Context: an optimization exercise on an open-source flow, tuned for small area, a short achievable clock period and few clock cycles per item. The choices shown serve that exercise and are no tape-out recipe.

build 62:
==> flow/design.v <==
module vadd_pipe_kernel #(
    parameter int C_DATA_WIDTH = 512,
    parameter int C_LANE_WIDTH = 32,
    parameter int C_STAGES     = 1
) (
    input  logic                    clk,
    input  logic                    reset,
    output logic                    in_ready,
    input  logic                    in_avail,
    input  logic [C_DATA_WIDTH-1:0] in_data,
    input  logic                    out_ready,
    output logic                    out_avail,
    output logic [C_DATA_WIDTH-1:0] out_data,
    input  logic [C_LANE_WIDTH-1:0] cfg_addend,
    input  logic                    cfg_clear,
    output logic [31:0]             beat_count,
    output logic                    ovf_sticky
);
    localparam int N_LANES = C_DATA_WIDTH / C_LANE_WIDTH;
    logic                    valid_q;
    logic [C_DATA_WIDTH-1:0] data_q;
    logic [C_DATA_WIDTH-1:0] lane_result;
    logic [N_LANES-1:0]      lane_carry;
    logic                    load;
    for (genvar i = 0; i < N_LANES; i++) begin : g_lane
        logic [C_LANE_WIDTH:0] lane_sum;
        assign lane_sum      = {1'b0, in_data[i*C_LANE_WIDTH +: C_LANE_WIDTH]} + {1'b0, cfg_addend};
        assign lane_carry[i] = lane_sum[C_LANE_WIDTH];
        assign lane_result[i*C_LANE_WIDTH +: C_LANE_WIDTH] = lane_sum[C_LANE_WIDTH-1:0];
    end
    assign load      = !valid_q || out_ready;
    assign in_ready  = load;
    assign out_avail = valid_q;
    assign out_data  = data_q;
    always_ff @(posedge clk) begin
        if (!reset) valid_q <= 1'b0;
        else if (load) valid_q <= in_avail;
    end
    always_ff @(posedge clk) begin
        if (load) data_q <= lane_result;
    end
    always_ff @(posedge clk) begin
        if (!reset || cfg_clear) begin
            beat_count <= '0;
            ovf_sticky <= 1'b0;
        end else begin
            if (valid_q && out_ready) beat_count <= beat_count + 32'd1;
            if (in_avail && load && (|lane_carry)) ovf_sticky <= 1'b1;
        end
    end
endmodule
export LEC_CHECK = 0
export CAP_MARGIN = 20
export CORE_MARGIN = 2
export CORE_UTILIZATION = 50
export SLEW_MARGIN = 20
create_clock -name core_clock -period 5.5 [get_ports {clk}]
standard.sh (not shown) runs the stock make flow with config.mk's settings and CLKGATE_MAP_FILE= SYNTH_SCRIPT=/design/flow/synth_recipe.tcl, a recipe that flattens the netlist after the stock synthesis.
==> flow/flow/run.sh <==
#!/bin/bash
# Own layout flow: the standard ORFS flow (standard synthesis unchanged), with
#  - every port buffered by a small buffer (buf_1) instead of the default pick,
#  - in_ready and out_ready pins kept next to each other (their path is combinational),
# Each step's full output goes to a log file in the work folder.
set -euo pipefail
W=$(pwd)
bash standard.sh finish \
  "BUFFER_PORTS_ARGS=-buffer_cell sky130_fd_sc_hd__buf_1" \
  "PRE_IO_PLACEMENT_TCL=$W/flow/pins.tcl" \
  "PLACE_PINS_ARGS=-min_distance 1 -min_distance_in_tracks" \
  > "$W/standard.log" 2>&1
==> flow/flow/pins.tcl <==
# Keep the combinational handshake pair (out_ready -> in_ready) side by side.
set_io_pin_constraint -group -order -pin_names {out_ready in_ready}
diff inputs: build 62 => build 76
- SETUP_SLACK_MARGIN: unset -> 2.8
--- a/flow/flow/run.sh
+++ b/flow/flow/run.sh
@@ -11 +10,0 @@
-  "PLACE_PINS_ARGS=-min_distance 1 -min_distance_in_tracks" \
[summary]
What ended build 76 was a tool error in 3_2_place_iop; the run never finished.
Xor and xnor area share after synthesis: build 76 vs build 62 identical
Re number of library cell types mapped by synthesis: no difference whatsoever between build 62 and build 76.
Comparing build 62 against build 76, there is no change at all in count of flip-flops with a built-in enable after synthesis.
Synthesized cell count came out exactly the same in build 76 and build 62.
Diff build 62..build 76 | die boundary height | unchanged
| initial cell density of the core | build 76 vs build 62 | ≈ equal |
As far as netlist area before placement goes, build 62 and build 76 are indistinguishable; the numbers are identical.
Input-level comparison between build 40 and build 76:
- CORE_UTILIZATION changed from 50 to 25
- SETUP_SLACK_MARGIN removed (was 2.8)
==> flow/run.sh (new file) <==
#!/bin/bash
# synth_recipe.tcl (not shown) runs the flow's synth.tcl, then flattens the netlist and writes it again
# the make line also repeats each setting of config.mk as NAME=value (left out here)
make -C /OpenROAD-flow-scripts/flow DESIGN_CONFIG=/design/flow/config.mk WORK_HOME=/design/flow/orfs CLKGATE_MAP_FILE= SYNTH_SCRIPT=/design/flow/synth_recipe.tcl finish
removed: flow/flow/run.sh
removed: flow/flow/pins.tcl
removed: flow/standard.sh
==> notes.md <==
- Build 40 has completed all stages; timing, DRC and antenna checks passed.
- From build 76 to build 40 the numbers moved as follows: site row count rose 44, die span in y increased 41%, XOR/XNOR share of the synthesized area level, number of flops mapped to enable cells by yosys was more or less identical.
- Taking build 76 as the reference, in build 40 number of synthesized register bits barely changed, simple-gate share of the synthesized area ~0 delta, width of the die moved up, starting utilization of the core area decreased 25 points.
- Build 76 → build 40: synthesized cell count ~0 delta, synthesized-area fraction occupied by adder cells about even.
No run of this note included a check of the RTL's function; only the layout flow was run.

what the ideal ports hide:
The flow's constraints put no driver on any port. The routed layouts listed below were extracted and timed again, unchanged, in two steps. Step 1: set_driving_cell puts a clkbuf_16 on clk and a buf_2 on each other input, an assumption about the parent block. Step 2 times the ports against the registers' clock, not the clock port: input delays grow and output delays shrink by t, the midpoint of the rising clock arrivals with the driver on. Slacks: ideal / step 1 / step 2; pairs: ideal / step 1.
run	t (ns)	setup WS [ns]	worst setup path after step 2	worst slew at a driven data input, ns	cell pins on the clock port's net
build 62	0.692	1.086 / 1.119 / 0.427	input to register	0.16	1
build 40	0.773	0.657 / 0.715 / -0.058	input to register	0.29	1
Met with ideal ports but missed after step 2: setup timing in build 40. For build 40, which loses most, drivers alone change the setup slack by +0.058 ns; drivers and shift together by -0.715 ns.
